Source: an optimization exercise on an open RTL-to-GDS flow (aim: small area). Production flows keep margins and buffers that such runs may drop.
At most, simulation tests tie the RTL to the original design; equivalence was not proved.
No activity file was given, so power comes from the tool's default toggle rates.

## us_ctrl_top
module us_ctrl_top
#(
	parameter int START_DELAY = 10,   
	parameter int SCK_HALF    = 2     
) (
	input  logic      clk,
	input  logic      rst_n,
	input  logic      psel,
	input  logic      penable,
	input  logic      pwrite,
	input  us_reg_pkg::apb_addr_t paddr,
	input  us_reg_pkg::apb_data_t pwdata,
	output us_reg_pkg::apb_data_t prdata,
	output logic      pready,
	output logic      pslverr,
	output logic      bf_spi_cs_n,
	output logic      bf_spi_sck,
	output logic      bf_spi_sdo,
	input  logic      bf_spi_sdi,
	output logic      bf_tx_en,
	output logic      fifo_en,
	output logic      pulser_en,
	output logic      txrx_spi_en,
	output logic      txrx_sw_off,
	output logic      bf_reset,
	output us_reg_pkg::mux_cnt_t  mux_cnt
);
	localparam int W   = us_acq_pkg::BF_WORD_W;   
	localparam int DLY_W = $clog2(START_DELAY + 1);
	assign pready = 1'b1;   
	logic wr_acc, rd_acc, wr_ctrl, status_rd;
	logic spi_start, acq_start;
	logic [W-1:0] tx_word;
	logic [7:0]   num_bits;
	logic [31:0]  tx_len, init_dly, samples;
	assign wr_acc    = psel & penable & pwrite;
	assign rd_acc    = psel & penable & ~pwrite;
	assign wr_ctrl   = wr_acc && (paddr == us_reg_pkg::REG_CTRL);
	assign status_rd = rd_acc && (paddr == us_reg_pkg::REG_STATUS);
	always_ff @(posedge clk or negedge rst_n) begin
		if (!rst_n) begin
			spi_start <= 1'b0;
			acq_start <= 1'b0;
		end else begin
			spi_start <= wr_ctrl & pwdata[us_reg_pkg::CTRL_SPI_START];
  ...
Size: roughly 1,600 cells after synthesis, ~400 flip-flops, about 100 I/O pins, ~18,000 um2 of cells after synthesis.
clock: 6.0 ns
lec_check: 0
abc_area: 1
cap_margin: 20
core_margin: 2
core_utilization: 60
cts_buf_list: sky130_fd_sc_hd__clkbuf_16
cts_cluster_diameter: 60
cts_cluster_size: 24
place_density: 0.75
slew_margin: 20
standard.sh (not shown) runs the stock make flow with config.mk's settings and CLKGATE_MAP_FILE= SYNTH_SCRIPT=/design/flow/synth_recipe.tcl, a recipe that flattens the netlist after the stock synthesis.
==> flow/flow/run.sh <==
#!/bin/bash
set -euo pipefail
W=$PWD
rm -rf "$W/abc_scripts"
cp -r "$FLOW_HOME/scripts" "$W/abc_scripts"
cp "$W/flow/abc_area.script" "$W/abc_scripts/abc_area.script"
SCRIPTS_DIR="$W/abc_scripts" bash standard.sh synth > "$W/synth.log" 2>&1
bash standard.sh > "$W/layout.log" 2>&1
==> flow/flow/abc_area.script <==
strash
&get -n
&dch -f
&nf -a -R 1000
&put
Then changed:
--- a/flow/flow/run.sh
+++ b/flow/flow/run.sh
@@ -7,0 +8,2 @@
+export BUFFER_PORTS_ARGS="-buffer_cell sky130_fd_sc_hd__buf_1"
+export CTS_ARGS="-sink_clustering_enable -repair_clock_nets -sink_clustering_size 16 -sink_clustering_max_diameter 40 -buf_list sky130_fd_sc_hd__clkbuf_8 -dont_use_dummy_load"
The new run passed the timing, DRC and antenna checks.
Worst hold slack gets better by 0.0079 ns.
Power falls by 7.8%.
Critical path depth is unchanged.
Cell area falls by 5.0%.
Synthesized cell count is unchanged.
Synthesized area is unchanged.
Cell count is about the same.
Worst setup slack gets better by 0.48 ns.
Sequential cell count stays the same.
Then changed:
--- a/flow/flow/run.sh
+++ b/flow/flow/run.sh
@@ -9 +9 @@
-export CTS_ARGS="-sink_clustering_enable -repair_clock_nets -sink_clustering_size 16 -sink_clustering_max_diameter 40 -buf_list sky130_fd_sc_hd__clkbuf_8 -dont_use_dummy_load"
+export CTS_ARGS="-sink_clustering_enable -repair_clock_nets -sink_clustering_size 24 -sink_clustering_max_diameter 60 -buf_list sky130_fd_sc_hd__clkbuf_16 -dont_use_dummy_load"
- CAP_MARGIN: 20 -> 0
- SLEW_MARGIN: 20 -> 0
Result: Die area stays the same; final area is about the same; worst hold slack improves by 0.0063 ns; global-route usage went down by 0.31 points; final cell count shrinks slightly.
Then changed:
==> flow/flow/run.sh (replaced) <==
#!/bin/bash
set -euo pipefail
W=$PWD
rm -rf "$W/abc_scripts"
cp -r "$FLOW_HOME/scripts" "$W/abc_scripts"
cp "$W/flow/abc_area.script" "$W/abc_scripts/abc_area.script"
SCRIPTS_DIR="$W/abc_scripts" bash standard.sh synth > "$W/synth.log" 2>&1
BUFFER_PORTS_ARGS="-buffer_cell sky130_fd_sc_hd__buf_1" bash standard.sh > "$W/layout.log" 2>&1
- CAP_MARGIN: 0 -> 20
- SLEW_MARGIN: 0 -> 20
The new run finished clean. Final cell count grows slightly. Cell area came out higher slightly. Non-clock buffer count does not change. Sequential cell count is unchanged. Die area is unchanged. Hold slack barely changes. Clock skew is lower by 0.018 ns. Routed wire length is about the same. Setup slack got worse by 0.037 ns. Fmax is lower slightly.
Then changed:
--- a/flow/flow/run.sh
+++ b/flow/flow/run.sh
@@ -8 +8,3 @@
-BUFFER_PORTS_ARGS="-buffer_cell sky130_fd_sc_hd__buf_1" bash standard.sh > "$W/layout.log" 2>&1
+export BUFFER_PORTS_ARGS="-buffer_cell sky130_fd_sc_hd__buf_1"
+export CTS_ARGS="-sink_clustering_enable -repair_clock_nets -sink_clustering_size 32 -sink_clustering_max_diameter 50 -buf_list sky130_fd_sc_hd__clkbuf_16 -dont_use_dummy_load"
+bash standard.sh > "$W/layout.log" 2>&1
What happened: Routed wire length goes up by 0.51%. Clock power goes down by about 2%. Global-route usage goes up by 0.41 points. Total power goes down by 0.54%. Non-clock buffer count stays the same. First-iteration DRC count goes up by about 0.8%. Cell count goes down by 0.64%. Design area goes down by about 0.3%. Via count hardly moves. Core utilization goes down by 0.21 points.
No run of this note included a check of the RTL's function; only the layout flow was run.

* * *

us_ctrl_top, a different RTL version from the one above (not shown whole).
For scale: roughly 1600 cells after synthesis, about 390 flip-flops, roughly 100 I/O pins, roughly 17000 sq um of cells after synthesis.
## us_ctrl_top
module us_ctrl_top
#(
	parameter int START_DELAY = 10,   
	parameter int SCK_HALF    = 2     
) (
	input  logic      clk,
	input  logic      rst_n,
	input  logic      psel,
	input  logic      penable,
	input  logic      pwrite,
	input  us_reg_pkg::apb_addr_t paddr,
	input  us_reg_pkg::apb_data_t pwdata,
	output us_reg_pkg::apb_data_t prdata,
	output logic      pready,
	output logic      pslverr,
	output logic      bf_spi_cs_n,
	output logic      bf_spi_sck,
	output logic      bf_spi_sdo,
	input  logic      bf_spi_sdi,
	output logic      bf_tx_en,
	output logic      fifo_en,
	output logic      pulser_en,
	output logic      txrx_spi_en,
	output logic      txrx_sw_off,
	output logic      bf_reset,
	output us_reg_pkg::mux_cnt_t  mux_cnt
);
export LEC_CHECK = 0
export ABC_AREA = 1
export CAP_MARGIN = 20
export CORE_MARGIN = 2
export CORE_UTILIZATION = 72
export PLACE_DENSITY = 0.85
export SLEW_MARGIN = 20
create_clock -name core_clock -period 6.0 [get_ports {clk}]
==> flow/flow/run.sh <==
#!/bin/bash
set -euo pipefail
W=$PWD
rm -rf "$W/abc_scripts"
cp -r "$FLOW_HOME/scripts" "$W/abc_scripts"
cp "$W/flow/abc_area.script" "$W/abc_scripts/abc_area.script"
SCRIPTS_DIR="$W/abc_scripts" bash standard.sh synth > "$W/synth.log" 2>&1
export BUFFER_PORTS_ARGS="-buffer_cell sky130_fd_sc_hd__buf_1"
export CTS_ARGS="-sink_clustering_enable -repair_clock_nets -sink_clustering_size 16 -sink_clustering_max_diameter 60 -buf_list sky130_fd_sc_hd__clkbuf_8 -dont_use_dummy_load"
bash standard.sh > "$W/layout.log" 2>&1
==> flow/flow/abc_area.script <==
strash
&get -n
&dch -f
&nf -a -p -R 1000
&put
Edit:
--- a/flow/config.mk
+++ b/flow/config.mk
@@ -9,5 +9,6 @@
 export CAP_MARGIN = 20
 export CORE_MARGIN = 2
-export CORE_UTILIZATION = 72
-export PLACE_DENSITY = 0.85
+export CORE_UTILIZATION = 60
+export GPL_TIMING_DRIVEN = 0
+export PLACE_DENSITY = 0.75
 export SLEW_MARGIN = 20
The changed run ran to the end with no violations.
Worst setup slack degrades by 270 ps.
Via count came out lower by about 4%.
Clock power climbs by about 7%.
Synthesized area is unchanged.
First-iteration DRC count decreases by 33%.
Final area grows by about 3%.
Wire length came out lower by 4.3%.

* * *

## JK
us_ctrl_top again, from the RTL that the note above started with.
Settings: LEC_CHECK=0, ABC_AREA=1, CAP_MARGIN=20, CORE_MARGIN=2, CORE_UTILIZATION=60, CTS_BUF_LIST=sky130_fd_sc_hd__clkbuf_16, CTS_CLUSTER_DIAMETER=60, CTS_CLUSTER_SIZE=24, PLACE_DENSITY=0.75, SLEW_MARGIN=20; clock period 6.0 ns.
==> flow/flow/run.sh <==
#!/bin/bash
set -euo pipefail
W=$PWD
rm -rf "$W/abc_scripts"
cp -r "$FLOW_HOME/scripts" "$W/abc_scripts"
cp "$W/flow/abc_area.script" "$W/abc_scripts/abc_area.script"
SCRIPTS_DIR="$W/abc_scripts" bash standard.sh synth > "$W/synth.log" 2>&1
export BUFFER_PORTS_ARGS="-buffer_cell sky130_fd_sc_hd__buf_1"
export CTS_ARGS="-sink_clustering_enable -repair_clock_nets -sink_clustering_size 10 -sink_clustering_max_diameter 40 -buf_list sky130_fd_sc_hd__clkbuf_4 -dont_use_dummy_load"
bash standard.sh > "$W/layout.log" 2>&1
Scripts as last shown in full above: flow/flow/abc_area.script
Setup changes, JK to MS
==> flow/flow/run.sh <==
#!/bin/bash
set -euo pipefail
W=$PWD
rm -rf "$W/abc_scripts"
cp -r "$FLOW_HOME/scripts" "$W/abc_scripts"
cp "$W/flow/abc_area.script" "$W/abc_scripts/abc_area.script"
SCRIPTS_DIR="$W/abc_scripts" bash standard.sh synth > "$W/synth.log" 2>&1
export BUFFER_PORTS_ARGS="-buffer_cell sky130_fd_sc_hd__buf_1"
export CTS_ARGS="-sink_clustering_enable -repair_clock_nets -sink_clustering_size 16 -sink_clustering_max_diameter 40 -buf_list sky130_fd_sc_hd__clkbuf_8 -dont_use_dummy_load"
bash standard.sh > "$W/layout.log" 2>&1
==> flow/flow/abc_area.script <==
strash
&get -n
&deepsyn -T 60
&dch -f
&nf -a -p -R 1000
&put
Findings:
The final critical-path required period reported for MS is greater than that of JK by 0.11 ns. MS | stages: all done | timing, DRC, antenna: all pass. MS vs. JK: worst slack at placement lower, vias after detailed routing lower, utilization higher, design area lower, routing usage on met2 lower. MS vs. JK: total routing resource utilization after global routing has decreased; met3 track demand over resource in global routing has decreased.
Changes in AL relative to MS:
==> flow/flow/run.sh <==
#!/bin/bash
set -euo pipefail
W=$PWD
rm -rf "$W/abc_scripts"
cp -r "$FLOW_HOME/scripts" "$W/abc_scripts"
cp "$W/flow/abc_area.script" "$W/abc_scripts/abc_area.script"
SCRIPTS_DIR="$W/abc_scripts" bash standard.sh synth > "$W/synth.log" 2>&1
export BUFFER_PORTS_ARGS="-buffer_cell sky130_fd_sc_hd__buf_1"
export CTS_ARGS="-sink_clustering_enable -repair_clock_nets -sink_clustering_size 16 -sink_clustering_max_diameter 60 -buf_list sky130_fd_sc_hd__clkbuf_8 -dont_use_dummy_load"
bash standard.sh > "$W/layout.log" 2>&1
==> flow/flow/abc_area.script <==
strash
&get -n
&dch -f
&nf -a -p -R 1000
&put
==> comparison <==
Share of synthesized cell area in and, or, nand and nor gates: AL and MS compared, lower one is MS. Compared to MS, AL has normalized max-slew margin 14 points lower. The relative area of non-clock buffer cells in the final design in AL was lower than what MS gave. For the via count, AL came in 1105 higher than MS did. AL vs MS, number of buffers created by CTS went down by 17. Lower global-route track usage on met1 among AL and MS: AL. Going from MS to AL, combinational gate power grows by about 660%. Core utilization: AL lower than MS. Minimum clock period: AL vs MS down 0.24 ns. AL leaves more setup margin than MS. Compared with MS, AL shows a higher clock-pin slew on the worst setup and hold paths. AL finished end to end and its layout was clean on timing, DRC and antenna.

* * *

us_ctrl_top, a different RTL version from the one above (not shown whole).
Size: about 1900 cells after synthesis, roughly 400 flip-flops, ~100 I/O pins, about 0.020 mm^2 of cells after synthesis.
clock: 6.0 ns
lec_check: 0
cap_margin: 20
core_margin: 2
core_utilization: 40
slew_margin: 20
run.sh (not shown) runs the stock make flow with config.mk's settings and CLKGATE_MAP_FILE= SYNTH_SCRIPT=/design/flow/synth_recipe.tcl, a recipe that flattens the netlist after the stock synthesis.
Stock flow here: none of the scripts above is used.
The starting point finished with negative setup slack left.
Then changed:
CAP_MARGIN = 5   (was 20)
CTS_BUF_LIST = sky130_fd_sc_hd__clkbuf_4   (was unset)
SLEW_MARGIN = 5   (was 20)
The changed run completed and failed the layout checks on negative setup slack.
Worst setup slack is better by 0.018 ns.
Wire length climbs by 0.62%.
Area after synthesis does not change.
Cell area hardly moves.
Die area stays the same.
Fmax hardly moves.
Power drops by 4.2%.
Sequential share of layout area climbs by 0.14 points.
Cell count climbs by 4.5%.
Combinational power hardly moves.
Sequential power stays flat.

* * *

us_ctrl_top, a different RTL version from the one above (not shown whole).
For scale: roughly 1400 cells after synthesis, about 390 flip-flops, about 100 I/O pins.
Design us_ctrl_top, start of the top module:
module us_ctrl_top
#(
	parameter int START_DELAY = 10,   
	parameter int SCK_HALF    = 2     
) (
	input  logic      clk,
	input  logic      rst_n,
	input  logic      psel,
	input  logic      penable,
	input  logic      pwrite,
	input  us_reg_pkg::apb_addr_t paddr,
	input  us_reg_pkg::apb_data_t pwdata,
	output us_reg_pkg::apb_data_t prdata,
	output logic      pready,
	output logic      pslverr,
	output logic      bf_spi_cs_n,
	output logic      bf_spi_sck,
	output logic      bf_spi_sdo,
	input  logic      bf_spi_sdi,
	output logic      bf_tx_en,
	output logic      fifo_en,
	output logic      pulser_en,
	output logic      txrx_spi_en,
	output logic      txrx_sw_off,
	output logic      bf_reset,
	output us_reg_pkg::mux_cnt_t  mux_cnt
);
clock: 6.0 ns
lec_check: 0
abc_area: 1
cap_margin: 20
core_margin: 2
core_utilization: 60
place_density: 0.75
slew_margin: 20
standard.sh (not shown) runs the stock make flow with config.mk's settings and CLKGATE_MAP_FILE= SYNTH_SCRIPT=/design/flow/synth_recipe.tcl, a recipe that flattens the netlist after the stock synthesis.
==> flow/flow/run.sh <==
#!/bin/bash
# Own flow: the standard ORFS layout (standard.sh) with three changes:
#  - synthesis maps logic with an area-oriented ABC script
#    (flow/abc_area.script, selected by ABC_AREA=1 in config.mk); the Yosys
#    passes, flip-flop mapping and everything else in synthesis are standard;
#  - port buffers are buf_1 cells instead of the default choice;
#  - CTS uses clkbuf_8 with small sink clusters and no dummy loads.
# Each tool's output goes to a log file in this folder.
set -euo pipefail
W=$PWD
rm -rf "$W/abc_scripts"
cp -r "$FLOW_HOME/scripts" "$W/abc_scripts"
cp "$W/flow/abc_area.script" "$W/abc_scripts/abc_area.script"
SCRIPTS_DIR="$W/abc_scripts" bash standard.sh synth > "$W/synth.log" 2>&1
export BUFFER_PORTS_ARGS="-buffer_cell sky130_fd_sc_hd__buf_1"
export CTS_ARGS="-sink_clustering_enable -repair_clock_nets -sink_clustering_size 16 -sink_clustering_max_diameter 60 -buf_list sky130_fd_sc_hd__clkbuf_8 -dont_use_dummy_load"
bash standard.sh > "$W/layout.log" 2>&1
==> flow/flow/abc_area.script <==
strash
&get -n
&deepsyn -T 60
&dch -f
&nf -a -p -R 1000
&dch -f
&nf -a -p -R 1000
&put
Change:
--- a/flow/flow/run.sh
+++ b/flow/flow/run.sh
@@ -16 +16 @@
-export CTS_ARGS="-sink_clustering_enable -repair_clock_nets -sink_clustering_size 16 -sink_clustering_max_diameter 60 -buf_list sky130_fd_sc_hd__clkbuf_8 -dont_use_dummy_load"
+export CTS_ARGS="-sink_clustering_enable -repair_clock_nets -sink_clustering_size 16 -sink_clustering_max_diameter 50 -buf_list sky130_fd_sc_hd__clkbuf_8 -dont_use_dummy_load"
==> flow/flow/abc_area.script (replaced) <==
strash
&get -n
&deepsyn -T 60
&dch -f
&nf -a -p -R 1000
&put
What happened: The changed run passed the timing, DRC and antenna checks; design area is higher by 0.88%; sequential cell count is unchanged; count of clock-buffer cells in the layout came out higher by 6; via count goes up by 2.6%; critical path depth fell by 10; setup slack gets better by 130 ps; area after synthesis rises by 0.52%; final cell count went up by 1.5%.

==> afterwards: timing with drivers on the ports <==
No port has a modelled driver above. Below, the same layouts with a new extraction and two added sets of constraints. Step 1, drivers: a clkbuf_16 drives clk and a buf_2 each remaining input, both assumed. Step 2, shift: input delay + t, output delay - t, t = (earliest + latest rising clock arrival at the registers) / 2. This alone moves slack from input paths to output paths. Slacks: ideal ports / drivers / drivers and shift; pairs: ideal ports / drivers.
| run | shift t [ns] | setup slack, ns | worst setup path at the end |
|---|---|---|---|
| the first run of note 1 | 0.617 | 0.218 / 0.193 / 0.193 | input to output |
| the second run of note 1 | 0.635 | 0.703 / 0.682 / 0.682 | input to output |
| the third run of note 1 | 0.605 | 0.715 / 0.694 / 0.694 | input to output |
| the fourth run of note 1 | 0.623 | 0.678 / 0.657 / 0.657 | input to output |
| the fifth run of note 1 | 0.573 | 0.703 / 0.681 / 0.681 | input to output |
| the first run of note 2 | 0.651 | 0.373 / 0.328 / 0.521 | input to output |
| the second run of note 2 | 0.594 | 0.106 / 0.056 / 0.346 | register to register |
| JK | 0.749 | 0.427 / 0.378 / 0.647 | input to output |
| MS | 0.608 | 0.315 / 0.292 / 0.292 | input to output |
| AL | 0.660 | 0.556 / 0.507 / 0.666 | input to output |
| the first run of note 4 | 0.633 | -0.360 / -0.360 / -0.360 | register to register |
| the second run of note 4 | 0.890 | -0.342 / -0.342 / -0.342 | register to register |
| the first run of note 5 | 0.659 | 0.468 / 0.468 / 0.468 | register to register |
| the second run of note 5 | 0.579 | 0.602 / 0.582 / 0.582 | input to output |
For the first run of note 1, which loses most, drivers alone change the setup slack by -0.025 ns; drivers and shift together by -0.025 ns.
